Source: an optimization exercise on an open RTL-to-GDS flow (aim: small area, a short achievable clock period and few clock cycles per item). Production flows keep margins and buffers that such runs may drop.
Only simulation tests tie the RTL to the original design; equivalence was not proved.

===== flow/constraint.sdc =====
create_clock -name core_clock -period 10.0 [get_ports {clk}]
set_input_delay 2.0000 -clock core_clock [delete_from_list [all_inputs] [get_ports {clk}]]
set_output_delay 2.0000 -clock core_clock [all_outputs]
set_load 0.01 [all_outputs]

===== flow/design.v =====
`timescale 1ns/1ps
module dct_core (
    input  logic        clk,
    input  logic        rst,
    input  logic [31:0] in_data_i,
    input  logic        in_empty_n_i,
    output logic        in_read_o,
    output logic [31:0] out_data_o,
    output logic        out_last_o,
    input  logic        out_full_n_i,
    output logic        out_write_o
);
    function automatic logic signed [15:0] cosv(input logic [4:0] idx);
        case (idx)
            5'd0:  cosv = 16'sd16384;
            5'd1:  cosv = 16'sd16069;
            5'd2:  cosv = 16'sd15137;
            5'd3:  cosv = 16'sd13623;
            5'd4:  cosv = 16'sd11585;
            5'd5:  cosv = 16'sd9102;
            5'd6:  cosv = 16'sd6270;
            5'd7:  cosv = 16'sd3196;
            5'd8:  cosv = 16'sd0;
            5'd9:  cosv = -16'sd3196;
            5'd10: cosv = -16'sd6270;
            5'd11: cosv = -16'sd9102;
            5'd12: cosv = -16'sd11585;
            5'd13: cosv = -16'sd13623;
            5'd14: cosv = -16'sd15137;
            5'd15: cosv = -16'sd16069;
            5'd16: cosv = -16'sd16384;
            5'd17: cosv = -16'sd16069;
            5'd18: cosv = -16'sd15137;
            5'd19: cosv = -16'sd13623;
            5'd20: cosv = -16'sd11585;
            5'd21: cosv = -16'sd9102;
            5'd22: cosv = -16'sd6270;
            5'd23: cosv = -16'sd3196;
            5'd24: cosv = 16'sd0;
            5'd25: cosv = 16'sd3196;
            5'd26: cosv = 16'sd6270;
            5'd27: cosv = 16'sd9102;
            5'd28: cosv = 16'sd11585;
            5'd29: cosv = 16'sd13623;
            5'd30: cosv = 16'sd15137;
            default: cosv = 16'sd16069;
        endcase
    endfunction
    function automatic logic signed [15:0] k1(input logic [2:0] u, input logic [1:0] j);
        case ({u, j})
            5'd0: k1 = 16'sd5793;
            5'd1: k1 = 16'sd5793;
            5'd2: k1 = 16'sd5793;
            5'd3: k1 = 16'sd5793;
            5'd4: k1 = 16'sd16069;
            5'd5: k1 = 16'sd13623;
            5'd6: k1 = 16'sd9102;
            5'd7: k1 = 16'sd3196;
            5'd8: k1 = 16'sd15137;
            5'd9: k1 = 16'sd6270;
            5'd10: k1 = -16'sd6270;
            5'd11: k1 = -16'sd15137;
            5'd12: k1 = 16'sd13623;
            5'd13: k1 = -16'sd3196;
            5'd14: k1 = -16'sd16069;
            5'd15: k1 = -16'sd9102;
            5'd16: k1 = 16'sd11585;
            5'd17: k1 = -16'sd11585;
            5'd18: k1 = -16'sd11585;
            5'd19: k1 = 16'sd11585;
            5'd20: k1 = 16'sd9102;
            5'd21: k1 = -16'sd16069;
            5'd22: k1 = 16'sd3196;
            5'd23: k1 = 16'sd13623;
            5'd24: k1 = 16'sd6270;
            5'd25: k1 = -16'sd15137;
            5'd26: k1 = 16'sd15137;
            5'd27: k1 = -16'sd6270;
            5'd28: k1 = 16'sd3196;
            5'd29: k1 = -16'sd9102;
            5'd30: k1 = 16'sd13623;
            5'd31: k1 = -16'sd16069;
            default: k1 = 16'sd0;
        endcase
    endfunction
    function automatic logic [3:0] k2sel(input logic [2:0] r, input logic [2:0] v);
        logic [4:0] idx;
        logic [4:0] m;
        logic       neg;
        idx = 5'(({2'b0, r, 1'b1}) * {2'b0, v});
        m   = {1'b0, idx[3:0]};
        if (m > 5'd8) m = 5'd16 - m;
        neg = (idx > 5'd8) && (idx < 5'd24);
        if (v == 3'd0) k2sel = 4'd0;
        else           k2sel = {neg, m[2:0]};
    endfunction
    logic [2:0] ph;
    always_ff @(posedge clk or posedge rst) begin
        if (rst) ph <= '0;
        else     ph <= ph + 3'd1;
    end
    logic [15:0] h_data;       
    logic        h_v;
    logic [5:0]  n_idx;        
    logic [2:0]  ld_base;      
    logic        ld_sel;       
    logic        full0, full1;  
    logic [2:0]  base0, base1;  
    logic        wr_ok;
    logic        in_xfer;
    assign wr_ok     = h_v && !(ld_sel ? full1 : full0) &&
                       (n_idx == 6'd0 || ph == ld_base + n_idx[2:0]);
    assign in_read_o = !rst && (!h_v || wr_ok);
    assign in_xfer   = in_read_o && in_empty_n_i;
    always_ff @(posedge clk) begin
        if (in_xfer) h_data <= in_data_i[15:0];
        if (wr_ok && n_idx == 6'd0 && !ld_sel) base0 <= ph;
        if (wr_ok && n_idx == 6'd0 && ld_sel)  base1 <= ph;
    end
    logic [1:0][7:0][127:0] ring;   
    logic [7:0][15:0]       tail;
    logic        cp_sel;       
    genvar gb, gc, gi;
    generate
        for (gb = 0; gb < 2; gb++) begin : g_buf
            for (gc = 0; gc < 8; gc++) begin : g_ring
                always_ff @(posedge clk) begin
                    if (wr_ok && ld_sel == gb && n_idx[5:3] == gc)
                        ring[gb][gc] <= {ring[gb][gc][111:0], h_data};
                    else
                        ring[gb][gc] <= {ring[gb][gc][111:0], ring[gb][gc][127:112]};
                end
            end
        end
        for (gc = 0; gc < 8; gc++) begin : g_tail
            assign tail[gc] = cp_sel ? ring[1][gc][127:112] : ring[0][gc][127:112];
        end
    endgenerate
    logic [2:0] row_u;         
    logic [2:0] pend;          
    logic [2:0] r_cur;         
    logic       feed;
    logic       gate_ok;
    assign r_cur = ph - (cp_sel ? base1 : base0);
    assign feed  = (cp_sel ? full1 : full0) && r_cur == pend && (pend != 3'd7 || gate_ok);
    always_ff @(posedge clk or posedge rst) begin
        if (rst) begin
            h_v     <= 1'b0;
            n_idx   <= '0;
            ld_base <= '0;
            ld_sel  <= 1'b0;
            full0   <= 1'b0;
            full1   <= 1'b0;
            cp_sel  <= 1'b0;
            row_u   <= '0;
            pend    <= '0;
        end else begin
            if (in_xfer)    h_v <= 1'b1;
            else if (wr_ok) h_v <= 1'b0;
            if (wr_ok) begin
                n_idx <= n_idx + 6'd1;
                if (n_idx == 6'd0) ld_base <= ph;
                if (n_idx == 6'd63) begin
                    if (ld_sel) full1 <= 1'b1;
                    else        full0 <= 1'b1;
                    ld_sel       <= !ld_sel;
                end
            end
            if (feed) begin
                pend <= pend + 3'd1;
                if (pend == 3'd7) begin
                    row_u <= row_u + 3'd1;
                    if (row_u == 3'd7) begin
                        if (cp_sel) full1 <= 1'b0;
                        else        full0 <= 1'b0;
                        cp_sel       <= !cp_sel;
                    end
                end
            end
        end
    end
    logic signed [16:0] w0, w1, w2, w3;
    logic signed [16:0] bf [4];
    logic               s1_v, s1_last;
    logic [2:0]         s1_r, s1_u;
    generate
        for (gi = 0; gi < 4; gi++) begin : g_bfly
            logic signed [15:0] xa, xb;
            assign xa = tail[gi];
            assign xb = tail[7-gi];
            assign bf[gi] = row_u[0] ? 17'(xa) - 17'(xb) : 17'(xa) + 17'(xb);
        end
    endgenerate
    always_ff @(posedge clk) begin
        w0   <= bf[0];
        w1   <= bf[1];
        w2   <= bf[2];
        w3   <= bf[3];
        s1_r <= pend;
        s1_u <= row_u;
    end
    logic signed [31:0] s2_pa, s2_pb;
    logic signed [18:0] s2_sum;
    logic               s2_v, s2_last;
    logic [2:0]         s2_r, s2_u;
    always_ff @(posedge clk) begin
        s2_pa  <= 32'(w0) * 32'(k1(s1_u, 2'd0)) + 32'(w1) * 32'(k1(s1_u, 2'd1));
        s2_pb  <= 32'(w2) * 32'(k1(s1_u, 2'd2)) + 32'(w3) * 32'(k1(s1_u, 2'd3));
        s2_sum <= 19'(w0) + 19'(w1) + 19'(w2) + 19'(w3);
        s2_r   <= s1_r;
        s2_u   <= s1_u;
    end
    logic signed [32:0] s3_z;
    logic signed [21:0] dc_acc;
    logic               s3_v, s3_last;
    logic [2:0]         s3_r, s3_u;
    always_ff @(posedge clk) begin
        s3_z <= 33'(s2_pa) + 33'(s2_pb);
        s3_r <= s2_r;
        s3_u <= s2_u;
        if (s2_v && s2_u == 3'd0)
            dc_acc <= (s2_r == 3'd0 ? 22'sd0 : dc_acc) + 22'(s2_sum);
    end
    logic signed [46:0] zz;
    logic [7:0][46:0]   pm;
    logic [7:0][46:0]   s4_p;
    logic               s4_v, s4_last;
    logic [2:0]         s4_r, s4_u;
    assign zz    = 47'(s3_z);
    assign pm[0] = (zz <<< 13) - (zz <<< 11) - (zz <<< 9) + (zz <<< 7) + (zz <<< 5) + zz;            
    assign pm[1] = (zz <<< 14) - (zz <<< 8) - (zz <<< 6) + (zz <<< 2) + zz;                          
    assign pm[2] = (zz <<< 14) - (zz <<< 10) - (zz <<< 8) + (zz <<< 5) + zz;                         
    assign pm[3] = (zz <<< 14) - (zz <<< 12) + (zz <<< 10) + (zz <<< 8) + (zz <<< 6) - (zz <<< 3) - zz;  
    assign pm[4] = (zz <<< 14) - (zz <<< 12) - (zz <<< 10) + (zz <<< 8) + (zz <<< 6) + zz;           
    assign pm[5] = (zz <<< 13) + (zz <<< 10) - (zz <<< 7) + (zz <<< 4) - (zz <<< 1);                
    assign pm[6] = (zz <<< 13) - (zz <<< 11) + (zz <<< 7) - (zz <<< 1);                             
    assign pm[7] = (zz <<< 12) - (zz <<< 10) + (zz <<< 7) - (zz <<< 2);                             
    always_ff @(posedge clk) begin
        s4_p <= pm;
        s4_r <= s3_r;
        s4_u <= s3_u;
    end
    logic [7:0][48:0]   acc;
    logic               row_done;
    logic [2:0]         done_u;
    generate
        for (gi = 0; gi < 8; gi++) begin : g_acc
            logic [3:0]         sel;
            logic signed [46:0] psel;
            logic signed [48:0] term, acc_s;
            assign sel   = k2sel(s4_r, 3'(gi));
            assign psel  = s4_p[sel[2:0]];
            assign term  = sel[3] ? -(49'(psel)) : 49'(psel);
            assign acc_s = acc[gi];
            always_ff @(posedge clk) begin
                if (s4_v) acc[gi] <= (s4_r == 3'd0 ? 49'sd0 : acc_s) + term;
            end
        end
    endgenerate
    always_ff @(posedge clk) begin
        done_u <= s4_u;
    end
    always_ff @(posedge clk or posedge rst) begin
        if (rst) begin
            s1_v <= 1'b0; s1_last <= 1'b0;
            s2_v <= 1'b0; s2_last <= 1'b0;
            s3_v <= 1'b0; s3_last <= 1'b0;
            s4_v <= 1'b0; s4_last <= 1'b0;
            row_done <= 1'b0;
        end else begin
            s1_v <= feed; s1_last <= feed && pend == 3'd7;
            s2_v <= s1_v; s2_last <= s1_last;
            s3_v <= s2_v; s3_last <= s2_last;
            s4_v <= s3_v; s4_last <= s3_last;
            row_done <= s4_last;
        end
    end
    logic [7:0][18:0] res;
    logic [7:0][18:0] q;
    logic [7:0][18:0] rq;
    logic [3:0]  qc;
    logic        q_row7, r_row7, rv;
    logic        q_empty_nx;
    logic [1:0]  busy;
    generate
        for (gi = 0; gi < 8; gi++) begin : g_res
            if (gi == 0) begin : g_v0
                assign res[gi] = (done_u == 3'd0) ? dc_acc[21:3] : acc[gi][47:29];
            end else begin : g_vn
                assign res[gi] = (done_u == 3'd0) ? acc[gi][47:29] : acc[gi][48:30];
            end
        end
    endgenerate
    assign out_write_o = (qc != 4'd0) && out_full_n_i;
    assign out_last_o  = out_write_o && qc == 4'd1 && q_row7;
    assign out_data_o  = {{13{q[0][18]}}, q[0]};
    assign q_empty_nx  = (qc == 4'd0) || (qc == 4'd1 && out_full_n_i);
    assign busy    = 2'(qc != 4'd0) + 2'(rv)
                   + 2'(s1_last || s2_last || s3_last || s4_last || row_done);
    assign gate_ok = busy <= 2'd1;
    always_ff @(posedge clk) begin
        if (rv && q_empty_nx) begin
            q <= rq;
        end else if (out_write_o) begin
            q <= {19'd0, q[7:1]};
        end
        if (row_done) rq <= res;
    end
    always_ff @(posedge clk or posedge rst) begin
        if (rst) begin
            qc     <= '0;
            q_row7 <= 1'b0;
            r_row7 <= 1'b0;
            rv     <= 1'b0;
        end else begin
            if (rv && q_empty_nx) begin
                qc     <= 4'd8;
                q_row7 <= r_row7;
            end else if (out_write_o) begin
                qc <= qc - 4'd1;
            end
            if (row_done) begin
                rv     <= 1'b1;
                r_row7 <= done_u == 3'd7;
            end else if (rv && q_empty_nx) begin
                rv <= 1'b0;
            end
        end
    end
endmodule

===== flow/run.sh =====
#!/bin/bash
# synth_recipe.tcl (not shown) runs the flow's synth.tcl, then flattens the netlist and writes it again
# the make line also repeats each setting of config.mk as NAME=value (left out here)
make -C /OpenROAD-flow-scripts/flow DESIGN_CONFIG=/design/flow/config.mk WORK_HOME=/design/flow/orfs CLKGATE_MAP_FILE= SYNTH_SCRIPT=/design/flow/synth_recipe.tcl finish

===== flow/config.mk =====
export PLATFORM = sky130hd
export DESIGN_NAME = dct_core
export DESIGN_NICKNAME = dct_core
export VERILOG_FILES = /design/flow/design.v
export SDC_FILE = /design/flow/constraint.sdc
export NUM_CORES = 4
export LEC_CHECK = 0
export CAP_MARGIN = 20
export CORE_MARGIN = 2
export CORE_UTILIZATION = 40
export SLEW_MARGIN = 20

==> results of run 1 <==
-- metrics by stage --
step                      std cells  utilization  cell area (sq um)  setup slack [ps]
after floorplan               18700            -             202000               938
after CTS                     25800        0.443             223000               582
after detailed placement      25200        0.419             211000               566
final                         25800        0.443             223000               651
after global routing          25800        0.443             223000              26.8
after global placement        25200        0.419             211000               589
-- cells in the mapped netlist, types with 98 or more instances --
library cell / n
or3_1: 98
o31ai_1: 98
nor2_1: 740
fa_1: 1805
xnor2_1: 883
o21bai_1: 130
mux2_2: 505
inv_1: 1988
nor2b_1: 224
nand2_1: 1444
nand3_1: 210
a211oi_1: 102
dfxtp_1: 2614
clkbuf_1: 419
a21o_1: 425
a21oi_1: 866
o21a_1: 119
nor3_1: 270
edfxtp_1: 739
ha_1: 1390
nand2b_1: 232
o21ai_0: 583
xor2_1: 414
and2_1: 934
mux2i_1: 147
mux4_2: 165
-- flip-flops by register name, indices dropped and copies added, names as in the netlist, 4 cells and up --
name,flops
acc,391
dc_acc,22
h_data,16
n_idx,6
q,152
qc,4
ring,2048
rq,152
s2_pa,32
s2_pb,32
s2_sum,19
s3_z,33
s4_p,355
w0,17
w1,17
w2,17
w3,17
-- layer usage --
layer | share of wire | track usage | vias up | wire length [microns]
li1 | - | - | 62800 | -
met1 | 0.43 | 0.267 | 66400 | 228000
met2 | 0.48 | 0.354 | 3141 | 255000
met3 | 0.050 | 0.0257 | 925 | 26800
met4 | 0.040 | 0.0731 | 8 | 21100
met5 | 0.00010 | 0 | - | 55
-- critical path, delay by kind of cell, from the launching register on --
kind | cells | cell delay [ps]
DFF | 1 | 350
buffers and inverters | 6 | 1230
AOI/OAI and AO/OA | 8 | 1730
xor gates and xnor gates | 1 | 150
adders and majority gates | 10 | 4930
and+or+nand+nor | 4 | 830
-- path summary, 6_finish.rpt --
check                         start   endpoint  slack [ps]  cells after the start
setup / recovery            s1_u[1]  s2_pa[30]         650                     29
hold / removal             ring[14]   ring[30]         250                      0
hold reg to reg            ring[14]   ring[30]         250                      0
max in group asynchronous       rst   row_done        7720                      3
min in group asynchronous       rst   row_u[0]        1580                      3
setup reg to reg            s1_u[1]  s2_pa[30]         650                     29
-- cell families after synthesis --
logic type / Yosys count / share of synthesized area
AO/OA/AOI/OAI: 2883 / 0.0910
buffers and inverters: 2537 / 0.0482
XOR/XNOR: 1300 / 0.0564
AND/OR/NAND/NOR: 4582 / 0.113
adder cells (fa/ha/maj): 3195 / 0.264
flip-flops: 3392 / 0.373
multiplexers: 818 / 0.0539
-- layout make-up --
| type | count | share of cell area |
|---|---|---|
| clock buffer | 494 | 0.0453 |
| sequential | 3392 | 0.338 |
| inverter | 1993 | 0.0335 |
| tap | 6706 | 0.0376 |
| multi-input combinational | 12800 | 0.525 |
| antenna | 7 | 0.0000784 |
| clock inverter | 153 | 0.00822 |
| timing repair buffer | 326 | 0.0120 |
==> summary.txt, run 1 <==
Hold path
  • Hold Crit Class: flop to flop

Detailed routing
  • DR vias/cell: 5.16
  • Mean routed wirelength per cell: 20.5 microns
  • DRT Wirelength: 530 mm
  • DRT Pass-1 Iters: 6
  • Initial DRC count: between 8k and 9k
  • Detail Route Antenna Nets: 0
  • Vias: 133k
  • DRC violation count after routing: 0

Worst setup path
  • CP arrival: ~10000 ps
  • Worst-path maximum fanout: 24
  • CP Capture Type: flop
  • Critical Path RT: 10830 ps
  • CP Class: flop to flop
  • Critical Path Most Common Cell: fa_1
  • Crit start category: flop
  • Crit-path max cell delay: 660 ps
  • Slowest-stage cell, CP: fa_1

Synthesis
  • FFs w/ async S/R, synth: 0.0115
  • Seq/Total Area, Yosys: 0.373
  • Unique cell type count in the Yosys netlist: just over 100
  • Top post-synthesis cells by area: dfxtp_1 26%, fa_1 18%, edfxtp_1 11%
  • Post-Syn Instances: about 19k
  • EDFF count, synth: 739
  • Syn Nets: 21.9k
  • Main synth FF type: dfxtp_1
  • Count of state elements after synthesis: between 3k and 4k
  • Mapped Area: 0.202 sq mm
  • Mean Syn Cell Area: around 11 sq um
  • Warnings from Yosys: 2
  • Top-area cell type share of the netlist area: 0.259
  • Post-synth top area cell: dfxtp_1

STA
  • Hold slack: between 200 and 250 ps
  • Setup TNS: 0 ps
  • Final worst path period share: 0.935
  • Max_slew headroom: 0.191
  • Crit path time final: 9350 ps
  • Final slew viol count: 0
  • Final hold vios: 0
  • Worst Skew: 99.8 ps
  • Fmax: 107 MHz
  • Slew @ Worst Pin: 1210 ps
  • RSZ-0062 raised after global routing: false
  • Setup violators final: 0

Cells and area
  • Area grow syn2layout: 10.4%
  • Most common cell after layout, fill and taps aside: dfxtp_1
  • Layout cells sized above 1: 0.0885
  • Most frequent cells in the layout: 2592 x dfxtp_1, 1986 x inv_1, 1804 x fa_1
  • Area occupied by multi-input gates: ~0.12 sq mm
  • Seq. cell area: about 0.076 sq mm
  • Nets: 22.1k
  • # fillers: between 40k and 50k

CTS
  • Clock transition at the registers of the reported paths: about 60 ps
  • Worst-Skew Late Latency: 1040 ps
  • CTS H-tree depth: 5
  • Cts repair resizes: 0
  • CTS tree: built
  • Number of post-CTS setup repair buffers: 0
  • CTS Root Cell: clkbuf_16
  • Max Root-Sink Buffers: 4
  • Total CTS buffers: 351
  • Total clock sinks: about 3.4k
  • Hold_buf cts: 0

Floorplan
  • Starting Density: 0.401
  • Row cnt: 261
  • Die width: about 720 microns
  • DIE AREA: approximately 0.51 sq mm
  • Core Area: 0.505 sq mm
  • IO Count: 71
  • Die H: 715 microns

GRT
  • Largest net degree at the start of global routing: 135
  • First-pass GRT wire length: 816 mm
  • Initial antenna violation count: 28
  • GRT overflow: 0
  • Gr usage total: 0.206
  • Number of global-route vias before repair: 138k

Placement
  • Gpl congestion: 0.927
  • DP Wirelength: 406 mm
  • Port Buffers: 54

Run
  • Max Cap Viol: 0

Outcome
  • Status: finished clean
Testbench counts, summed over its fixed seeds: cycles 3,704, blocks 48.
==> inputs of run 2 (changes only) <==
--- a/flow/design.v
+++ b/flow/design.v
@@ -112,3 +112,4 @@
                        (n_idx == 6'd0 || ph == ld_base + n_idx[2:0]);
-    assign in_read_o = !rst && (!h_v || wr_ok);
+    logic        rdy;          
+    assign in_read_o = rdy && (!h_v || wr_ok);
     assign in_xfer   = in_read_o && in_empty_n_i;
@@ -147,2 +148,3 @@
         if (rst) begin
+            rdy     <= 1'b0;
             h_v     <= 1'b0;
@@ -157,2 +159,3 @@
         end else begin
+            rdy <= 1'b1;
             if (in_xfer)    h_v <= 1'b1;
@@ -181,4 +184,42 @@
     end
-    logic signed [16:0] w0, w1, w2, w3;
+    function automatic logic [23:0] kbooth(input logic [2:0] u, input logic [1:0] j);
+        case ({u, j})
+            5'd0: kbooth = 24'h0a3742;   
+            5'd1: kbooth = 24'h0a3742;   
+            5'd2: kbooth = 24'h0a3742;   
+            5'd3: kbooth = 24'h0a3742;   
+            5'd4: kbooth = 24'h403612;   
+            5'd5: kbooth = 24'h4d24e3;   
+            5'd6: kbooth = 24'h550a85;   
+            5'd7: kbooth = 24'h098818;   
+            5'd8: kbooth = 24'h41b542;   
+            5'd9: kbooth = 24'h128805;   
+            5'd10: kbooth = 24'h160a15;   
+            5'd11: kbooth = 24'h612703;   
+            5'd12: kbooth = 24'h4d24e3;   
+            5'd13: kbooth = 24'h0d0a10;   
+            5'd14: kbooth = 24'h60241b;   
+            5'd15: kbooth = 24'h7188d5;   
+            5'd16: kbooth = 24'h4da402;   
+            5'd17: kbooth = 24'h693603;   
+            5'd18: kbooth = 24'h693603;   
+            5'd19: kbooth = 24'h4da402;   
+            5'd20: kbooth = 24'h550a85;   
+            5'd21: kbooth = 24'h60241b;   
+            5'd22: kbooth = 24'h098818;   
+            5'd23: kbooth = 24'h4d24e3;   
+            5'd24: kbooth = 24'h128805;   
+            5'd25: kbooth = 24'h612703;   
+            5'd26: kbooth = 24'h41b542;   
+            5'd27: kbooth = 24'h160a15;   
+            5'd28: kbooth = 24'h098818;   
+            5'd29: kbooth = 24'h7188d5;   
+            5'd30: kbooth = 24'h4d24e3;   
+            5'd31: kbooth = 24'h60241b;   
+            default: kbooth = 24'h0;
+        endcase
+    endfunction
     logic signed [16:0] bf [4];
+    logic signed [16:0] w [4];
+    logic [23:0]        kb [4];
     logic               s1_v, s1_last;
@@ -191,2 +232,6 @@
             assign bf[gi] = row_u[0] ? 17'(xa) - 17'(xb) : 17'(xa) + 17'(xb);
+            always_ff @(posedge clk) begin
+                w[gi]  <= bf[gi];
+                kb[gi] <= kbooth(row_u, 2'(gi));
+            end
         end
@@ -194,6 +239,2 @@
     always_ff @(posedge clk) begin
-        w0   <= bf[0];
-        w1   <= bf[1];
-        w2   <= bf[2];
-        w3   <= bf[3];
         s1_r <= pend;
@@ -201,3 +242,4 @@
     end
-    logic signed [31:0] s2_pa, s2_pb;
+    logic [31:0]        p [4];
+    logic signed [31:0] s2_p [4];
     logic signed [18:0] s2_sum;
@@ -205,6 +247,33 @@
     logic [2:0]         s2_r, s2_u;
+    localparam logic [31:0] PP_FIX = 32'h0 - 32'h00040000 - 32'h00100000 - 32'h00400000
+                                     - 32'h01000000 - 32'h04000000 - 32'h10000000
+                                     - 32'h40000000;   
+    logic [3:0][7:0][31:0] pprow;
+    logic [3:0][31:0]      ppcin;
+    generate
+        for (gi = 0; gi < 4; gi++) begin : g_mul
+            logic signed [17:0] w2;
+            assign w2 = 18'(w[gi]);
+            for (gc = 0; gc < 8; gc++) begin : g_pp
+                logic        dneg, done, dtwo;
+                logic [17:0] mag;
+                logic [18:0] ppv;
+                assign dneg = kb[gi][3*gc];
+                assign done = kb[gi][3*gc+1];
+                assign dtwo = kb[gi][3*gc+2];
+                assign mag  = done ? w2 : (dtwo ? (w2 <<< 1) : 18'd0);
+                assign ppv  = dneg ? ~{mag[17], mag} : {mag[17], mag};
+                assign pprow[gi][gc] = 32'({~ppv[18], ppv[17:0]}) << (2*gc);
+                assign ppcin[gi][2*gc]   = dneg;
+                assign ppcin[gi][2*gc+1] = 1'b0;
+            end
+            assign ppcin[gi][31:16] = '0;
+            assign p[gi] = pprow[gi][0] + pprow[gi][1] + pprow[gi][2] + pprow[gi][3]
+                         + pprow[gi][4] + pprow[gi][5] + pprow[gi][6] + pprow[gi][7]
+                         + ppcin[gi] + PP_FIX;
+            always_ff @(posedge clk) s2_p[gi] <= p[gi];
+        end
+    endgenerate
     always_ff @(posedge clk) begin
-        s2_pa  <= 32'(w0) * 32'(k1(s1_u, 2'd0)) + 32'(w1) * 32'(k1(s1_u, 2'd1));
-        s2_pb  <= 32'(w2) * 32'(k1(s1_u, 2'd2)) + 32'(w3) * 32'(k1(s1_u, 2'd3));
-        s2_sum <= 19'(w0) + 19'(w1) + 19'(w2) + 19'(w3);
+        s2_sum <= 19'(w[0]) + 19'(w[1]) + 19'(w[2]) + 19'(w[3]);
         s2_r   <= s1_r;
@@ -217,3 +286,3 @@
     always_ff @(posedge clk) begin
-        s3_z <= 33'(s2_pa) + 33'(s2_pb);
+        s3_z <= 33'(s2_p[0]) + 33'(s2_p[1]) + 33'(s2_p[2]) + 33'(s2_p[3]);
         s3_r <= s2_r;
@@ -223,3 +292,15 @@
     end
-    logic signed [46:0] zz;
+    logic signed [32:0] s3b_z;
+    logic signed [36:0] s3b_z15;
+    logic signed [38:0] s3b_z63;
+    logic               s3b_v, s3b_last;
+    logic [2:0]         s3b_r, s3b_u;
+    always_ff @(posedge clk) begin
+        s3b_z   <= s3_z;
+        s3b_z15 <= (37'(s3_z) <<< 4) - 37'(s3_z);
+        s3b_z63 <= (39'(s3_z) <<< 6) - 39'(s3_z);
+        s3b_r   <= s3_r;
+        s3b_u   <= s3_u;
+    end
+    logic signed [46:0] z1, z15, z63;
     logic [7:0][46:0]   pm;
@@ -228,15 +309,21 @@
     logic [2:0]         s4_r, s4_u;
-    assign zz    = 47'(s3_z);
-    assign pm[0] = (zz <<< 13) - (zz <<< 11) - (zz <<< 9) + (zz <<< 7) + (zz <<< 5) + zz;            
-    assign pm[1] = (zz <<< 14) - (zz <<< 8) - (zz <<< 6) + (zz <<< 2) + zz;                          
-    assign pm[2] = (zz <<< 14) - (zz <<< 10) - (zz <<< 8) + (zz <<< 5) + zz;                         
-    assign pm[3] = (zz <<< 14) - (zz <<< 12) + (zz <<< 10) + (zz <<< 8) + (zz <<< 6) - (zz <<< 3) - zz;  
-    assign pm[4] = (zz <<< 14) - (zz <<< 12) - (zz <<< 10) + (zz <<< 8) + (zz <<< 6) + zz;           
-    assign pm[5] = (zz <<< 13) + (zz <<< 10) - (zz <<< 7) + (zz <<< 4) - (zz <<< 1);                
-    assign pm[6] = (zz <<< 13) - (zz <<< 11) + (zz <<< 7) - (zz <<< 1);                             
-    assign pm[7] = (zz <<< 12) - (zz <<< 10) + (zz <<< 7) - (zz <<< 2);                             
-    always_ff @(posedge clk) begin
-        s4_p <= pm;
-        s4_r <= s3_r;
-        s4_u <= s3_u;
+    assign z1  = 47'(s3b_z);
+    assign z15 = 47'(s3b_z15);
+    assign z63 = 47'(s3b_z63);
+    assign pm[0] = (z15 <<< 8) + (z63 <<< 5) - z63;                   
+    assign pm[1] = (z1 <<< 14) - (z63 <<< 2) - z63;                   
+    assign pm[2] = (z63 <<< 8) + (z1 <<< 10) - (z63 <<< 5) + z1;      
+    assign pm[3] = (z63 <<< 8) - (z63 <<< 5) - (z63 <<< 3) + z15;     
+    assign pm[4] = (z15 <<< 9) + (z63 <<< 7) - (z1 <<< 12) - z63;     
+    assign pm[5] = (z63 <<< 7) + (z63 <<< 4) + (z15 <<< 1);           
+    assign pm[6] = (z1 <<< 13) - (z1 <<< 11) + (z63 <<< 1);           
+    assign pm[7] = (z1 <<< 12) - (z15 <<< 6) + (z15 <<< 2);           
+    logic [7:0][3:0]    s4_sel;    
+    logic               s4_init;
+    always_ff @(posedge clk) begin
+        s4_p    <= pm;
+        s4_r    <= s3b_r;
+        s4_u    <= s3b_u;
+        for (int v = 0; v < 8; v++) s4_sel[v] <= k2sel(s3b_r, 3'(v));
+        s4_init <= s3b_v && s3b_r == 3'd0;
     end
@@ -245,2 +332,12 @@
     logic [2:0]         done_u;
+    function automatic logic [3:0] nneg(input logic [2:0] v);
+        logic [3:0] cnt;
+        logic [3:0] s;
+        cnt = '0;
+        for (int r = 0; r < 8; r++) begin
+            s = k2sel(3'(r), v);
+            cnt = cnt + 4'(s[3]);
+        end
+        nneg = cnt;
+    endfunction
     generate
@@ -248,11 +345,10 @@
             logic [3:0]         sel;
-            logic signed [46:0] psel;
-            logic signed [48:0] term, acc_s;
-            assign sel   = k2sel(s4_r, 3'(gi));
-            assign psel  = s4_p[sel[2:0]];
-            assign term  = sel[3] ? -(49'(psel)) : 49'(psel);
-            assign acc_s = acc[gi];
-            always_ff @(posedge clk) begin
-                if (s4_v) acc[gi] <= (s4_r == 3'd0 ? 49'sd0 : acc_s) + term;
-            end
+            logic signed [46:0] pk;
+            logic [48:0]        psel, term, acc_s;
+            assign sel   = s4_sel[gi];
+            assign pk    = s4_p[sel[2:0]];
+            assign psel  = 49'(pk);
+            assign term  = s4_v ? (psel ^ {49{sel[3]}}) : 49'd0;
+            assign acc_s = s4_init ? 49'(nneg(3'(gi))) : acc[gi];
+            always_ff @(posedge clk) acc[gi] <= acc_s + term;
         end
@@ -267,2 +363,3 @@
             s3_v <= 1'b0; s3_last <= 1'b0;
+            s3b_v <= 1'b0; s3b_last <= 1'b0;
             s4_v <= 1'b0; s4_last <= 1'b0;
@@ -273,3 +370,4 @@
             s3_v <= s2_v; s3_last <= s2_last;
-            s4_v <= s3_v; s4_last <= s3_last;
+            s3b_v <= s3_v; s3b_last <= s3_last;
+            s4_v <= s3b_v; s4_last <= s3b_last;
             row_done <= s4_last;
@@ -298,3 +396,3 @@
     assign busy    = 2'(qc != 4'd0) + 2'(rv)
-                   + 2'(s1_last || s2_last || s3_last || s4_last || row_done);
+                   + 2'(s1_last || s2_last || s3_last || s3b_last || s4_last || row_done);
     assign gate_ok = busy <= 2'd1;
--- a/flow/config.mk
+++ b/flow/config.mk
@@ -10,2 +10,3 @@
 export CORE_UTILIZATION = 40
+export SETUP_SLACK_MARGIN = 5
 export SLEW_MARGIN = 20
==> summary.txt, run 2 <==
Synthesis
  • EDFF count, synth: 348
  • Syn Nets: 19.7k
  • FFs w/ async S/R, synth: 0.0115
  • Most common cell in the netlist: dfxtp_1
  • Unique cell type count in the Yosys netlist: 102
  • Synth cell count leaders: 3247 x dfxtp_1, 1342 x ha_1, 1241 x inv_1
  • Seq/Total Area, Yosys: 0.411
  • Warnings from Yosys: 6
  • Top-area cell type share of the netlist area: 0.349
  • Mapped Area: 0.186 sq mm
  • Mean Syn Cell Area: 10.6 sq um
  • Post-Syn Instances: 17.5k
  • Top post-synthesis cells by area: dfxtp_1 35%, fa_1 9.4%, ha_1 9.0%
  • Count of state elements after synthesis: 3637
  • Main synth FF type: dfxtp_1
  • Post-synth top area cell: dfxtp_1

STA
  • RSZ-0062 raised after global routing: true
  • Fmax: 175 MHz
  • Final worst path period share: 0.571
  • Slew @ Worst Pin: 1260 ps
  • Crit path time final: 5710 ps
  • Final slew viol count: 0
  • Worst Skew: 85.4 ps
  • Setup violators final: 0
  • Setup TNS: 0 ps
  • Setup WS post-layout: about 4300 ps
  • Final hold vios: 0
  • Max_slew headroom: 0.162

CTS
  • Clock transition at the registers of the reported paths: 70 ps
  • CTS H-tree depth: 5
  • Hold_buf cts: 0
  • CTS Root Cell: clkbuf_16
  • Total clock sinks: between 3k and 4k
  • Max Root-Sink Buffers: 4
  • Total CTS buffers: around 360
  • CTS tree: built
  • Worst-Skew Late Latency: 1040 ps

Worst setup path
  • Critical Path Most Common Cell: fa_1
  • CP Capture Type: flop
  • Crit start category: flop
  • Worst-path maximum fanout: 6
  • Crit-path max cell delay: 570 ps
  • CP arrival: 6650 ps
  • Critical Path RT: 10940 ps
  • CP Class: flop to flop
  • Crit-path cells: buf_12 > nor2b_4 > buf_6 > buf_12 > buf_6 > a22oi_2 > xnor2_2 > fa_1 > fa_1 > fa_1 > ha_4 > ha_4 > a21o_1 > a21o_1 > a41o_1 > nand4_1 > a311oi_2 > o21ai_2 > a21oi_2 > o41a_1 > a31o_4 > a221oi_4 > xnor2_1
  • Slowest-stage cell, CP: fa_1

Cells and area
  • Most frequent cells in the layout: 3116 x dfxtp_1, 1283 x ha_1, 1182 x inv_1
  • Max FFs per register: 2048
  • Most common cell after layout, fill and taps aside: dfxtp_1
  • Layout cells sized above 1: 0.140
  • Area grow syn2layout: 14.8%
  • Final Instance Area: 0.214 sq mm
  • # fillers: 42.6k
  • Biggest regs: ring: 2048 flops, acc: 391 flops, s4_p: 356 flops
  • Largest register by flop count: ring
  • Nets: 20.1k

Detailed routing
  • Mean routed wirelength per cell: 21.6 microns
  • Vias: 127k
  • DR vias/cell: 5.21
  • Detail Route Antenna Nets: 0
  • DRC violation count after routing: 0
  • Initial DRC count: 9014
  • DRT Pass-1 Iters: 6
  • DRT Wirelength: 525 mm

Floorplan
  • DIE AREA: 0.471 sq mm
  • Starting Density: 0.402
  • IO Count: 71
  • Row cnt: 250
  • Core Area: ~0.46 sq mm
  • Die H: 686 microns
  • Die width: roughly 700 microns

Placement
  • DP Area: between 0.15 and 0.2 sq mm
  • Port Buffers: 54
  • Gpl congestion: 0.964
  • DP Wirelength: between 300 and 400 mm
  • Pre-CTS setup slack: 3480 ps

Outcome
  • Status: finished clean

GRT
  • M3 GR Usage: 0.0269
  • Largest net degree at the start of global routing: 144
  • Gr usage total: 0.218
  • Initial antenna violation count: 25
  • Number of global-route vias before repair: ~130k
  • GRT overflow: 0
  • Global routing's busiest layer: met2
  • Routing usage on met2: 0.363
  • First-pass GRT wire length: between 700 and 800 mm
  • GR Util met1: 0.285

Hold path
  • Hold Crit Class: flop to flop

Run
  • Max Cap Viol: 0
## run 2: worst max-delay path, delay by kind of cell, from the launching register on
family          cells  cell delay [ps]
flops               1              360
compound gates     10             2140
xor+xnor            2              310
fa+ha+maj           5             2030
buf+inv             4              490
simple gates        2              350
## run 2: kinds of logic (layout without fill, tap and decap cells)
group                    Yosys count  after routing  share of synthesized area
AO/OA/AOI/OAI                   3329           3329                      0.116
XOR/XNOR                        1950           1950                     0.0920
adder cells (fa/ha/maj)         2215           2215                      0.184
buffers and inverters           1926           2550                     0.0397
flip-flops                      3637           3637                      0.411
multiplexers                     827            827                     0.0599
other                              1             15                  0.0000202
AND/OR/NAND/NOR                 3604           3605                     0.0966
## run 2: final timing paths
path / start / to / slack [ps] / depth (start not counted)
worst min register to register: ring[1979] / ring[1995] / 280 / 0
worst max register to register: kb[3][17] / s2_p[2][31] / 4290 / 23
worst min-delay path: ring[1979] / ring[1995] / 280 / 0
worst max-delay path: kb[3][17] / s2_p[2][31] / 4290 / 23
min in group asynchronous: rst / s2_last / 1580 / 3
max in group asynchronous: rst / s4_v / 7640 / 3
## run 2: area by class of cell
| type | instances | area (sq um) | share of cell area |
|---|---|---|---|
| sequential | 3637 | 76800 | 0.360 |
| timing repair buffer | 637 | 6440 | 0.0301 |
| antenna | 14 | 35.0 | 0.000164 |
| tap | 6174 | 7720 | 0.0362 |
| inverter | 1246 | 4830 | 0.0226 |
| multi-input combinational | 11900 | 105000 | 0.492 |
| clock inverter | 168 | 2190 | 0.0103 |
| clock buffer | 499 | 10400 | 0.0486 |
## run 2: per-stage QoR
stage	std cells	utilization	hold slack (ps)
3_3_place_gp	23200	0.418	310
4_1_cts	24200	0.456	272
6_report	24300	0.461	281
2_1_floorplan	17500	-	310
5_1_grt	24300	0.461	276
3_5_place_dp	23200	0.418	312
## run 2: timing repair
action / in CTS / in global routing
pin swaps: 207 / 155
buffers inserted: 266 / 124
resized for setup: 647 / 312
cloned: 12 / 0
endpoints found under the hold margin: 0 / 0
endpoints found under the setup margin: 297 / 168
## run 2: metal layers
layer | part of all wire | vias up | wire (microns)
met2 | 0.46 | 3525 | 243000
met3 | 0.055 | 1023 | 29100
met5 | 0.00013 | - | 67
li1 | - | 60200 | -
met1 | 0.43 | 61900 | 227000
met4 | 0.048 | 10 | 25300
Testbench counts of run 2, summed over its fixed seeds: cycles 3,720, blocks 48.
==> inputs of run 3 (changes only) <==
--- a/flow/design.v
+++ b/flow/design.v
@@ -242,12 +242,17 @@
     end
-    logic [31:0]        p [4];
-    logic signed [31:0] s2_p [4];
-    logic signed [18:0] s2_sum;
-    logic               s2_v, s2_last;
-    logic [2:0]         s2_r, s2_u;
-    localparam logic [31:0] PP_FIX = 32'h0 - 32'h00040000 - 32'h00100000 - 32'h00400000
-                                     - 32'h01000000 - 32'h04000000 - 32'h10000000
-                                     - 32'h40000000;   
-    logic [3:0][7:0][31:0] pprow;
-    logic [3:0][31:0]      ppcin;
+    function automatic logic [67:0] csa34(input logic [33:0] x, input logic [33:0] y,
+                                          input logic [33:0] z);
+        csa34 = {((x & y) | (x & z) | (y & z)) << 1, x ^ y ^ z};
+    endfunction
+    function automatic logic [93:0] csa47(input logic [46:0] x, input logic [46:0] y,
+                                          input logic [46:0] z);
+        csa47 = {((x & y) | (x & z) | (y & z)) << 1, x ^ y ^ z};
+    endfunction
+    localparam logic [33:0] PP_FIX = 34'd43691 << 18;
+    logic [3:0][7:0][33:0] pprow;
+    logic [3:0][33:0]      ppcin;
+    logic [3:0][33:0]      s2_ps, s2_pc;
+    logic signed [18:0]    s2_sum;
+    logic                  s2_v, s2_last;
+    logic [2:0]            s2_r, s2_u;
     generate
@@ -255,2 +260,3 @@
             logic signed [17:0] w2;
+            logic [67:0] l1a, l1b, l1c, l2a, l2b, l3a, l4a;
             assign w2 = 18'(w[gi]);
@@ -265,3 +271,3 @@
                 assign ppv  = dneg ? ~{mag[17], mag} : {mag[17], mag};
-                assign pprow[gi][gc] = 32'({~ppv[18], ppv[17:0]}) << (2*gc);
+                assign pprow[gi][gc] = 34'({~ppv[18], ppv[17:0]}) << (2*gc);
                 assign ppcin[gi][2*gc]   = dneg;
@@ -269,7 +275,14 @@
             end
-            assign ppcin[gi][31:16] = '0;
-            assign p[gi] = pprow[gi][0] + pprow[gi][1] + pprow[gi][2] + pprow[gi][3]
-                         + pprow[gi][4] + pprow[gi][5] + pprow[gi][6] + pprow[gi][7]
-                         + ppcin[gi] + PP_FIX;
-            always_ff @(posedge clk) s2_p[gi] <= p[gi];
+            assign ppcin[gi][33:16] = PP_FIX[33:16];
+            assign l1a = csa34(pprow[gi][0], pprow[gi][1], pprow[gi][2]);
+            assign l1b = csa34(pprow[gi][3], pprow[gi][4], pprow[gi][5]);
+            assign l1c = csa34(pprow[gi][6], pprow[gi][7], ppcin[gi]);
+            assign l2a = csa34(l1a[33:0], l1a[67:34], l1b[33:0]);
+            assign l2b = csa34(l1b[67:34], l1c[33:0], l1c[67:34]);
+            assign l3a = csa34(l2a[33:0], l2a[67:34], l2b[33:0]);
+            assign l4a = csa34(l3a[33:0], l3a[67:34], l2b[67:34]);
+            always_ff @(posedge clk) begin
+                s2_ps[gi] <= l4a[33:0];
+                s2_pc[gi] <= l4a[67:34];
+            end
         end
@@ -281,2 +294,4 @@
     end
+    logic [67:0]        m1a, m1b, m2a, m2b, m3a, m4a;
+    logic [33:0]        zfull;
     logic signed [32:0] s3_z;
@@ -285,4 +300,11 @@
     logic [2:0]         s3_r, s3_u;
+    assign m1a   = csa34(s2_ps[0], s2_pc[0], s2_ps[1]);
+    assign m1b   = csa34(s2_pc[1], s2_ps[2], s2_pc[2]);
+    assign m2a   = csa34(m1a[33:0], m1a[67:34], m1b[33:0]);
+    assign m2b   = csa34(m1b[67:34], s2_ps[3], s2_pc[3]);
+    assign m3a   = csa34(m2a[33:0], m2a[67:34], m2b[33:0]);
+    assign m4a   = csa34(m3a[33:0], m3a[67:34], m2b[67:34]);
+    assign zfull = m4a[33:0] + m4a[67:34];
     always_ff @(posedge clk) begin
-        s3_z <= 33'(s2_p[0]) + 33'(s2_p[1]) + 33'(s2_p[2]) + 33'(s2_p[3]);
+        s3_z <= zfull[32:0];
         s3_r <= s2_r;
@@ -306,5 +328,3 @@
     logic [7:0][46:0]   pm;
-    logic [7:0][46:0]   s4_p;
-    logic               s4_v, s4_last;
-    logic [2:0]         s4_r, s4_u;
+    logic [93:0]        q0, q1, q2a, q2b, q3, q4a, q4b, q5, q6, q7;
     assign z1  = 47'(s3b_z);
@@ -312,10 +332,25 @@
     assign z63 = 47'(s3b_z63);
-    assign pm[0] = (z15 <<< 8) + (z63 <<< 5) - z63;                   
-    assign pm[1] = (z1 <<< 14) - (z63 <<< 2) - z63;                   
-    assign pm[2] = (z63 <<< 8) + (z1 <<< 10) - (z63 <<< 5) + z1;      
-    assign pm[3] = (z63 <<< 8) - (z63 <<< 5) - (z63 <<< 3) + z15;     
-    assign pm[4] = (z15 <<< 9) + (z63 <<< 7) - (z1 <<< 12) - z63;     
-    assign pm[5] = (z63 <<< 7) + (z63 <<< 4) + (z15 <<< 1);           
-    assign pm[6] = (z1 <<< 13) - (z1 <<< 11) + (z63 <<< 1);           
-    assign pm[7] = (z1 <<< 12) - (z15 <<< 6) + (z15 <<< 2);           
+    assign q0  = csa47(z15 <<< 8, z63 <<< 5, ~z63);                                     
+    assign q1  = csa47(z1 <<< 14, ~(z63 <<< 2), ~z63);                                 
+    assign q2a = csa47(z63 <<< 8, z1 <<< 10, ~(z63 <<< 5));                            
+    assign q2b = csa47(q2a[46:0], q2a[93:47], z1);
+    assign q3  = csa47(z63 <<< 8, ~(z63 <<< 5), ~(z63 <<< 3));                         
+    assign q4a = csa47(z15 <<< 9, z63 <<< 7, ~(z1 <<< 12));                            
+    assign q4b = csa47(q4a[46:0], q4a[93:47], ~z63);
+    assign q5  = csa47(z63 <<< 7, z63 <<< 4, z15 <<< 1);                               
+    assign q6  = csa47(z1 <<< 13, ~(z1 <<< 11), z63 <<< 1);                            
+    assign q7  = csa47(z1 <<< 12, ~(z15 <<< 6), z15 <<< 2);                            
+    logic [93:0] q3b;
+    assign q3b = csa47(q3[46:0], q3[93:47], z15);
+    assign pm[0] = q0[46:0]  + q0[93:47];
+    assign pm[1] = q1[46:0]  + q1[93:47];
+    assign pm[2] = q2b[46:0] + q2b[93:47];
+    assign pm[3] = q3b[46:0] + q3b[93:47];
+    assign pm[4] = q4b[46:0] + q4b[93:47];
+    assign pm[5] = q5[46:0]  + q5[93:47];
+    assign pm[6] = q6[46:0]  + q6[93:47];
+    assign pm[7] = q7[46:0]  + q7[93:47];
+    logic [7:0][46:0]   s4_p;
+    logic               s4_v, s4_last;
+    logic [2:0]         s4_r, s4_u;
     logic [7:0][3:0]    s4_sel;    
@@ -332,11 +367,4 @@
     logic [2:0]         done_u;
-    function automatic logic [3:0] nneg(input logic [2:0] v);
-        logic [3:0] cnt;
-        logic [3:0] s;
-        cnt = '0;
-        for (int r = 0; r < 8; r++) begin
-            s = k2sel(3'(r), v);
-            cnt = cnt + 4'(s[3]);
-        end
-        nneg = cnt;
+    function automatic logic [3:0] acc_init(input logic [2:0] v);
+        acc_init = (v == 3'd0) ? 4'd8 : 4'd4;
     endfunction
@@ -351,3 +379,3 @@
             assign term  = s4_v ? (psel ^ {49{sel[3]}}) : 49'd0;
-            assign acc_s = s4_init ? 49'(nneg(3'(gi))) : acc[gi];
+            assign acc_s = s4_init ? 49'(acc_init(3'(gi))) : acc[gi];
             always_ff @(posedge clk) acc[gi] <= acc_s + term;
==> summary.txt, run 3 <==
Outcome
  • Status: finished clean

CTS
  • Total clock sinks: 3759
  • CTS Root Cell: clkbuf_16
  • Total CTS buffers: 386
  • CTS H-tree depth: 5
  • Worst-Skew Late Latency: 1010 ps
  • CTS tree: built
  • Max Root-Sink Buffers: 4
  • Clock transition at the registers of the reported paths: about 60 ps

Worst setup path
  • Reg-to-reg setup timing slack: 5050 ps
  • Slowest-stage cell, CP: fa_2
  • CP Class: flop to output pin
  • Crit start category: flop
  • CP arrival: a little over 3000 ps
  • Worst-path maximum fanout: 2
  • Worst Reg-to-Reg Cells: 17
  • Critical Path RT: 8000 ps
  • Crit-path cells: ha_2 > fa_2 > xor2_2 > o41ai_4 > inv_2 > nand2_4 > and2_4 > buf_6
  • CP top delay family: adder cells
  • FF-to-FF End: s4_p[134]
  • Worst reg2reg path startpoint: s3b_z63[11]
  • CP Capture Type: output pin
  • Crit-path max cell delay: 560 ps
  • CP bufs+invs: 2

STA
  • Crit path time final: 5060 ps
  • Slew @ Worst Pin: 1190 ps
  • RSZ-0062 raised after global routing: true
  • Final slew viol count: 0
  • Worst Skew: 82.2 ps
  • Max_slew headroom: 0.209
  • Setup violators final: 0
  • Final worst path period share: 0.506
  • Fmax: between 150 and 200 MHz
  • Final hold vios: 0
  • Setup TNS: 0 ps

Synthesis
  • Unique cell type count in the Yosys netlist: 90
  • Mean Syn Cell Area: 10.8 sq um
  • FFs w/ async S/R, synth: 0.0112
  • Post-Syn Instances: about 17k
  • Top post-synthesis cells by area: dfxtp_1 36%, fa_1 11%, ha_1 8.3%
  • Seq/Total Area, Yosys: 0.424
  • Main synth FF type: dfxtp_1
  • EDFF count, synth: 348
  • Most common cell in the netlist: dfxtp_1
  • Post-synth top area cell: dfxtp_1
  • Top-area cell type share of the netlist area: 0.362
  • Synth cell count leaders: 3369 x dfxtp_1, 1455 x inv_1, 1234 x ha_1
  • Mapped Area: 0.186 sq mm
  • Count of state elements after synthesis: between 3k and 4k
  • Warnings from Yosys: 4
  • Syn Nets: between 15k and 20k

Hold path
  • Hold Startpoint: ring[981]
  • Hold Crit Class: flop to flop
  • Hold path endpoint: ring[997]
  • Hold path depth: 0

Floorplan
  • Die H: approximately 700 microns
  • Row cnt: 250
  • IO Count: a little over 70
  • Die width: 687 microns
  • DIE AREA: 0.471 sq mm
  • Starting Density: 0.402
  • Core Area: 0.464 sq mm

Placement
  • Port Buffers: 54
  • Gpl congestion: about 0.93
  • DP Wirelength: around 370 mm

Run
  • Max Cap Viol: 0

Cells and area
  • # fillers: 43.1k
  • Layout cells sized above 1: 0.110
  • Area grow syn2layout: 12.5%
  • Fin util: 0.452
  • Biggest regs: ring: 2048 flops, acc: 391 flops, s4_p: 360 flops
  • Largest register by flop count: ring
  • Most frequent cells in the layout: 3315 x dfxtp_1, 1424 x inv_1, 1215 x ha_1
  • Max FFs per register: 2048
  • Most common cell after layout, fill and taps aside: dfxtp_1
  • Nets: around 20k

Detailed routing
  • Met3 Routed Length: 27.9 mm
  • Met2 wire len: 231 mm
  • Mean routed wirelength per cell: 21.1 microns
  • Vias: 123k
  • DR vias/cell: ~5.1
  • DRC violation count after routing: 0
  • Detail Route Antenna Nets: 0
  • Max Used Layer: met5
  • M1 WL: 220 mm
  • Initial DRC count: between 8k and 9k
  • DRT Wirelength: about 500 mm
  • DRT Pass-1 Iters: 6

GRT
  • Largest net degree at the start of global routing: 148
  • GRT overflow: 0
  • Initial antenna violation count: 16
  • First-pass GRT wire length: 752 mm
  • Number of global-route vias before repair: 122k
  • Gr usage total: 0.209
-- run 3: cell types whose count changed after synthesis, sizes merged, moves of 43 or more --
cell / previous run / this run
nand2: 1177 / 1222
a21o: 532 / 433
fa: 873 / 999
inv: 1244 / 1455
ha: 1342 / 1234
xnor2: 1162 / 1068
dfxtp: 3247 / 3369
a22oi: 214 / 170
clkbuf: 541 / 498
a21oi: 973 / 828
-- run 3: final cells by class --
cell class | count | area, sq um | share of cell area
Antenna cell | 5 | 12.5 | 0.0000597
Clock buffer | 513 | 10800 | 0.0514
Clock inverter | 189 | 2680 | 0.0128
Inverter | 1460 | 5590 | 0.0267
Multi-Input combinational cell | 11400 | 100000 | 0.479
Sequential cell | 3759 | 79100 | 0.377
Tap cell | 6174 | 7720 | 0.0369
Timing Repair Buffer | 335 | 3260 | 0.0156
-- run 3: what timing repair did --
item | in CTS | in global routing
buffers inserted | 81 | 47
endpoints found under the setup margin | 260 | 135
resized for setup | 216 | 146
gates cloned | 2 | 3
hold buffers | 0 | 0
pin swaps | 27 | 35
-- run 3: worst max-delay path by stage --
stage	depth (start not counted)	end	slack [ps]	startpoint
finish	8	in_read_o	4940	ld_base[0]
global route	8	in_read_o	4820	ld_base[0]
CTS	9	in_read_o	4870	n_idx[0]
detailed placement	15	acc[97]	3660	s4_sel[27]
global placement	17	acc[339]	3510	s4_sel[27]
floorplan	19	s3_z[32]	5080	s2_ps[70]
-- run 3: cell families (layout without fill, tap and decap cells) --
logic type / Yosys count / after routing / share of synthesized area
simple gates: 3593 / 3593 / 0.0957
other cells: 1 / 6 / 0.0000201
mux: 799 / 799 / 0.0582
buf+inv: 2104 / 2497 / 0.0431
flops: 3759 / 3759 / 0.424
compound gates: 2973 / 2973 / 0.103
fa+ha+maj: 2233 / 2233 / 0.190
xor+xnor: 1831 / 1831 / 0.0861
-- run 3: metrics by stage --
stage / hold slack, ps / setup slack [ps] / cell area [sq um] / std cells
after floorplan: 310 / 5080 / 186000 / 17300
after global placement: 310 / 3510 / 193000 / 23000
after detailed placement: 312 / 3660 / 193000 / 23000
after CTS: 242 / 4870 / 208000 / 23800
after global routing: 237 / 4820 / 210000 / 23900
final: 260 / 4940 / 210000 / 23900
-- run 3: per-layer routing --
| metal | global-route usage | vias to the layer above |
|---|---|---|
| met2 | 0.341 | 3507 |
| li1 | - | 58300 |
| met4 | 0.0935 | 6 |
| met1 | 0.276 | 59800 |
| met5 | 0 | - |
| met3 | 0.0267 | 980 |
Testbench counts of run 3, summed over its fixed seeds: cycles 3,720, blocks 48.
==> inputs of run 4 (changes only) <==
--- a/flow/design.v
+++ b/flow/design.v
@@ -101,20 +101,103 @@
     end
-    logic [15:0] h_data;       
+    logic [15:0] h_data;        
     logic        h_v;
-    logic [5:0]  n_idx;        
-    logic [2:0]  ld_base;      
-    logic        ld_sel;       
+    logic [5:0]  n_idx;         
+    logic [2:0]  ld_base;       
+    logic        ld_sel;        
     logic        full0, full1;  
     logic [2:0]  base0, base1;  
-    logic        wr_ok;
+    logic        cp_sel;        
+    logic [2:0]  row_u;         
+    logic [2:0]  pend;          
+    logic [2:0]  cph;           
+    logic        rd_q;          
+    logic        wr_q;          
+    logic [1:0][7:0] we_q;      
+    logic        feed;
+    logic        gate_ok;
     logic        in_xfer;
-    assign wr_ok     = h_v && !(ld_sel ? full1 : full0) &&
-                       (n_idx == 6'd0 || ph == ld_base + n_idx[2:0]);
-    logic        rdy;          
-    assign in_read_o = rdy && (!h_v || wr_ok);
-    assign in_xfer   = in_read_o && in_empty_n_i;
+    logic        h_v_nx, ld_sel_nx, full0_nx, full1_nx, cp_sel_nx, wr_nx;
+    logic [5:0]  n_nx;
+    logic [2:0]  ld_base_nx, base0_nx, base1_nx, row_u_nx, pend_nx, ph_nx;
+    assign in_read_o = rd_q;
+    assign in_xfer   = rd_q && in_empty_n_i;
+    assign feed      = (cp_sel ? full1 : full0) && cph == pend && (pend != 3'd7 || gate_ok);
+    always_comb begin
+        h_v_nx     = in_xfer ? 1'b1 : (wr_q ? 1'b0 : h_v);
+        n_nx       = n_idx;
+        ld_base_nx = ld_base;
+        base0_nx   = base0;
+        base1_nx   = base1;
+        ld_sel_nx  = ld_sel;
+        full0_nx   = full0;
+        full1_nx   = full1;
+        if (wr_q) begin
+            n_nx = n_idx + 6'd1;
+            if (n_idx == 6'd0) begin
+                ld_base_nx = ph;
+                if (ld_sel) base1_nx = ph;
+                else        base0_nx = ph;
+            end
+            if (n_idx == 6'd63) begin
+                if (ld_sel) full1_nx = 1'b1;
+                else        full0_nx = 1'b1;
+                ld_sel_nx = !ld_sel;
+            end
+        end
+        pend_nx   = pend;
+        row_u_nx  = row_u;
+        cp_sel_nx = cp_sel;
+        if (feed) begin
+            pend_nx = pend + 3'd1;
+            if (pend == 3'd7) begin
+                row_u_nx = row_u + 3'd1;
+                if (row_u == 3'd7) begin
+                    if (cp_sel) full1_nx = 1'b0;
+                    else        full0_nx = 1'b0;
+                    cp_sel_nx = !cp_sel;
+                end
+            end
+        end
+        ph_nx = ph + 3'd1;
+        wr_nx = h_v_nx && !(ld_sel_nx ? full1_nx : full0_nx) &&
+                (n_nx == 6'd0 || ph_nx == ld_base_nx + n_nx[2:0]);
+    end
     always_ff @(posedge clk) begin
         if (in_xfer) h_data <= in_data_i[15:0];
-        if (wr_ok && n_idx == 6'd0 && !ld_sel) base0 <= ph;
-        if (wr_ok && n_idx == 6'd0 && ld_sel)  base1 <= ph;
+        base0 <= base0_nx;
+        base1 <= base1_nx;
+    end
+    always_ff @(posedge clk or posedge rst) begin
+        if (rst) begin
+            h_v     <= 1'b0;
+            n_idx   <= '0;
+            ld_base <= '0;
+            ld_sel  <= 1'b0;
+            full0   <= 1'b0;
+            full1   <= 1'b0;
+            cp_sel  <= 1'b0;
+            row_u   <= '0;
+            pend    <= '0;
+            cph     <= '0;
+            rd_q    <= 1'b0;
+            wr_q    <= 1'b0;
+            we_q    <= '0;
+        end else begin
+            h_v     <= h_v_nx;
+            n_idx   <= n_nx;
+            ld_base <= ld_base_nx;
+            ld_sel  <= ld_sel_nx;
+            full0   <= full0_nx;
+            full1   <= full1_nx;
+            cp_sel  <= cp_sel_nx;
+            row_u   <= row_u_nx;
+            pend    <= pend_nx;
+            cph     <= ph_nx - (cp_sel_nx ? base1_nx : base0_nx);
+            rd_q    <= !h_v_nx || wr_nx;
+            wr_q    <= wr_nx;
+            for (int c = 0; c < 8; c++) begin
+                we_q[0][c] <= wr_nx && !ld_sel_nx && n_nx[5:3] == 3'(c);
+                we_q[1][c] <= wr_nx &&  ld_sel_nx && n_nx[5:3] == 3'(c);
+            end
+        end
     end
@@ -122,3 +205,2 @@
     logic [7:0][15:0]       tail;
-    logic        cp_sel;       
     genvar gb, gc, gi;
@@ -128,3 +210,3 @@
                 always_ff @(posedge clk) begin
-                    if (wr_ok && ld_sel == gb && n_idx[5:3] == gc)
+                    if (we_q[gb][gc])
                         ring[gb][gc] <= {ring[gb][gc][111:0], h_data};
@@ -139,47 +221,2 @@
     endgenerate
-    logic [2:0] row_u;         
-    logic [2:0] pend;          
-    logic [2:0] r_cur;         
-    logic       feed;
-    logic       gate_ok;
-    assign r_cur = ph - (cp_sel ? base1 : base0);
-    assign feed  = (cp_sel ? full1 : full0) && r_cur == pend && (pend != 3'd7 || gate_ok);
-    always_ff @(posedge clk or posedge rst) begin
-        if (rst) begin
-            rdy     <= 1'b0;
-            h_v     <= 1'b0;
-            n_idx   <= '0;
-            ld_base <= '0;
-            ld_sel  <= 1'b0;
-            full0   <= 1'b0;
-            full1   <= 1'b0;
-            cp_sel  <= 1'b0;
-            row_u   <= '0;
-            pend    <= '0;
-        end else begin
-            rdy <= 1'b1;
-            if (in_xfer)    h_v <= 1'b1;
-            else if (wr_ok) h_v <= 1'b0;
-            if (wr_ok) begin
-                n_idx <= n_idx + 6'd1;
-                if (n_idx == 6'd0) ld_base <= ph;
-                if (n_idx == 6'd63) begin
-                    if (ld_sel) full1 <= 1'b1;
-                    else        full0 <= 1'b1;
-                    ld_sel       <= !ld_sel;
-                end
-            end
-            if (feed) begin
-                pend <= pend + 3'd1;
-                if (pend == 3'd7) begin
-                    row_u <= row_u + 3'd1;
-                    if (row_u == 3'd7) begin
-                        if (cp_sel) full1 <= 1'b0;
-                        else        full0 <= 1'b0;
-                        cp_sel       <= !cp_sel;
-                    end
-                end
-            end
-        end
-    end
     function automatic logic [23:0] kbooth(input logic [2:0] u, input logic [1:0] j);
@@ -419,9 +456,22 @@
     endgenerate
-    assign out_write_o = (qc != 4'd0) && out_full_n_i;
-    assign out_last_o  = out_write_o && qc == 4'd1 && q_row7;
+    logic [3:0]  qc_nx;
+    logic        q_row7_nx;
+    logic        q_nz, q_one, q_last;    
+    assign out_write_o = q_nz && out_full_n_i;
+    assign out_last_o  = q_last && out_full_n_i;
     assign out_data_o  = {{13{q[0][18]}}, q[0]};
-    assign q_empty_nx  = (qc == 4'd0) || (qc == 4'd1 && out_full_n_i);
-    assign busy    = 2'(qc != 4'd0) + 2'(rv)
+    assign q_empty_nx  = !q_nz || (q_one && out_full_n_i);
+    assign busy    = 2'(q_nz) + 2'(rv)
                    + 2'(s1_last || s2_last || s3_last || s3b_last || s4_last || row_done);
     assign gate_ok = busy <= 2'd1;
+    always_comb begin
+        qc_nx     = qc;
+        q_row7_nx = q_row7;
+        if (rv && q_empty_nx) begin
+            qc_nx     = 4'd8;
+            q_row7_nx = r_row7;
+        end else if (out_write_o) begin
+            qc_nx = qc - 4'd1;
+        end
+    end
     always_ff @(posedge clk) begin
@@ -437,2 +487,5 @@
             qc     <= '0;
+            q_nz   <= 1'b0;
+            q_one  <= 1'b0;
+            q_last <= 1'b0;
             q_row7 <= 1'b0;
@@ -441,8 +494,7 @@
         end else begin
-            if (rv && q_empty_nx) begin
-                qc     <= 4'd8;
-                q_row7 <= r_row7;
-            end else if (out_write_o) begin
-                qc <= qc - 4'd1;
-            end
+            qc     <= qc_nx;
+            q_nz   <= qc_nx != 4'd0;
+            q_one  <= qc_nx == 4'd1;
+            q_last <= qc_nx == 4'd1 && q_row7_nx;
+            q_row7 <= q_row7_nx;
             if (row_done) begin
--- a/flow/config.mk
+++ b/flow/config.mk
@@ -9,3 +9,3 @@
 export CORE_MARGIN = 2
-export CORE_UTILIZATION = 40
+export CORE_UTILIZATION = 60
 export SETUP_SLACK_MARGIN = 5
==> summary.txt, run 4 <==
STA
  • Crit path time final: 5230 ps
  • Setup violators final: 0
  • Worst Skew: 111 ps
  • Final hold vios: 0
  • Final worst path period share: 0.523
  • Max_slew headroom: 0.185
  • Final slew viol count: 0

Synthesis
  • Adder-cell share of the synthesized area: 0.190
  • Top post-synthesis cells by area: dfxtp_1 36%, fa_1 11%, ha_1 8.3%
  • Largest family of logic cells by synthesized area: adder cells
  • XOR/XNOR Fraction of Synth Area: 0.0856
  • Seq/Total Area, Yosys: 0.426
  • Post-Syn Instances: 17.2k
  • EDFF count, synth: approximately 340
  • Post-Synth Simple-Gate Area: 0.0914
  • Count of state elements after synthesis: 3782
  • Synth cell count leaders: 3375 x dfxtp_1, 1457 x inv_1, 1231 x ha_1
  • Mux cell area share after synthesis: 0.0582
  • Compound-cell area share of the yosys netlist: 0.105
  • Most common cell in the netlist: dfxtp_1
  • Syn Nets: ~19k
  • Warnings from Yosys: 4

Floorplan
  • Die H: 561 microns
  • Starting Density: 0.603
  • Row cnt: 204
  • DIE AREA: 0.315 sq mm

GRT
  • Largest net degree at the start of global routing: 153
  • Initial antenna violation count: 37

Detailed routing
  • Detail Route Antenna Nets: 0
  • Vias: 123k
  • DRC violation count after routing: 0
  • Initial DRC count: 9983

CTS
  • Clock transition at the registers of the reported paths: 60 ps
  • Total clock sinks: 3782
  • Max Root-Sink Buffers: 4
  • CTS H-tree depth: 5
  • Total CTS buffers: approximately 380

Worst setup path
  • Critical Path RT: 10780 ps
  • CP arrival: 6010 ps
  • Worst reg2reg path startpoint: s2_ps[70]
  • Crit path from: s2_ps[70]

Cells and area
  • Nets: 19.6k
  • Biggest regs: ring: 2048 flops, acc: 391 flops, s4_p: 360 flops
  • Most common cell after layout, fill and taps aside: dfxtp_1

Outcome
  • Status: finished clean

Placement
  • DP Wirelength: 386 mm
  • Gpl congestion: 0.976

Run
  • Max Cap Viol: 0
==> run 4: timing repair <==
action                     in CTS  in global routing
resized for setup             267                158
setup endpoints to repair     259                103
cloned                          4                  5
buffers inserted               92                 61
pin swaps                      37                 47
==> run 4: stage by stage <==
stage	area, sq um	utilization	instances	hold WS (ps)	setup slack (ps)
global route	208000	0.672	21800	276	4620
floorplan	187000	-	17200	310	5010
detailed placement	191000	0.618	20900	312	3700
CTS	206000	0.668	21700	254	4650
global placement	191000	0.618	20900	309	3640
finish	208000	0.672	21800	280	4770
==> run 4: path summary, 6_finish.rpt <==
| check | endpoint | slack, ps | depth (start not counted) |
|---|---|---|---|
| setup / recovery | s3_z[32] | 4770 | 20 |
| setup reg to reg | s3_z[32] | 4770 | 20 |
| hold reg to reg | ring[566] | 280 | 0 |
| min in group asynchronous | row_u[1] | 1510 | 2 |
| hold / removal | ring[566] | 280 | 0 |
| max in group asynchronous | s4_v | 7320 | 3 |
==> run 4: cells by family after synthesis <==
| family | Yosys count |
|---|---|
| flops | 3782 |
| simple gates | 3445 |
| compound gates | 3027 |
| fa+ha+maj | 2232 |
| buf+inv | 2124 |
| xor+xnor | 1821 |
| mux | 799 |
==> run 4: final cells by class <==
class / count / area (sq um)
clock inverters: 168 / 2400
flip-flops and latches: 3782 / 79600
inverters: 1463 / 5560
multi-input cells: 11300 / 100000
diodes: 30 / 75.1
well taps: 4120 / 5150
clock buffers: 527 / 10700
repair buffers: 393 / 3970
fillers: 24100 / 101000
==> run 4: worst reg2reg max path, cell delays in order, from the launching register on <==
cell       delay, ps
dfxtp_2          320
fa_1             550
inv_2             60
fa_1             550
inv_2             50
fa_1             460
ha_1             300
ha_2             210
fa_2             380
a21o_1           240
a2111oi_4        400
nor2_4            70
a22oi_2          200
a21oi_2          110
o21a_4           250
o21a_4           210
nor4_4           180
o21ai_2          100
nor3_1           140
a21oi_1           80
xnor2_1          150
==> run 4: per-layer routing <==
metal  share of wire  vias to the layer above  global-route usage  wire, microns
li1                -                    58100                   -              -
met1            0.43                    60500               0.436         221000
met2            0.46                     3858               0.524         237000
met3           0.066                      957              0.0491          34300
met4           0.049                        8               0.141          25100
met5        0.000093                        -                   0             48
Testbench counts of run 4, summed over its fixed seeds: cycles 3,720, blocks 48.

-- separate check: timing with driven ports --
The flow's constraints put no driver on any port. The routed layouts listed below were extracted and timed again, unchanged, in two steps. Step 1: set_driving_cell puts a clkbuf_16 on clk and a buf_2 on each other input, an assumption about the parent block. Step 2, shift: input delay + t, output delay - t, t = (earliest + latest rising clock arrival at the registers) / 2. This alone moves slack from input paths to output paths. Slacks: no drivers / after step 1 / after step 2; pairs: no drivers / after step 1.
run | t, ns | setup WS [ns] | hold WS [ns] | latest minus earliest clock arrival (ns) | worst data-port slew with drivers (ns)
run 1 | 1.076 | 0.651 / 0.651 / 0.651 | 0.248 / 0.248 / 0.248 | 0.148 / 0.147 | 0.15
run 2 | 1.104 | 4.289 / 4.289 / 4.289 | 0.281 / 0.281 / 0.281 | 0.128 / 0.127 | 0.06
run 3 | 1.083 | 4.940 / 4.828 / 4.634 | 0.260 / 0.260 / 0.260 | 0.107 / 0.107 | 0.07
run 4 | 1.058 | 4.774 / 4.774 / 4.774 | 0.280 / 0.280 / 0.280 | 0.126 / 0.126 | 0.03
After both steps every run listed still meets setup and hold. For run 3, which loses most, drivers alone change the setup slack by -0.112 ns; drivers and shift together by -0.306 ns.
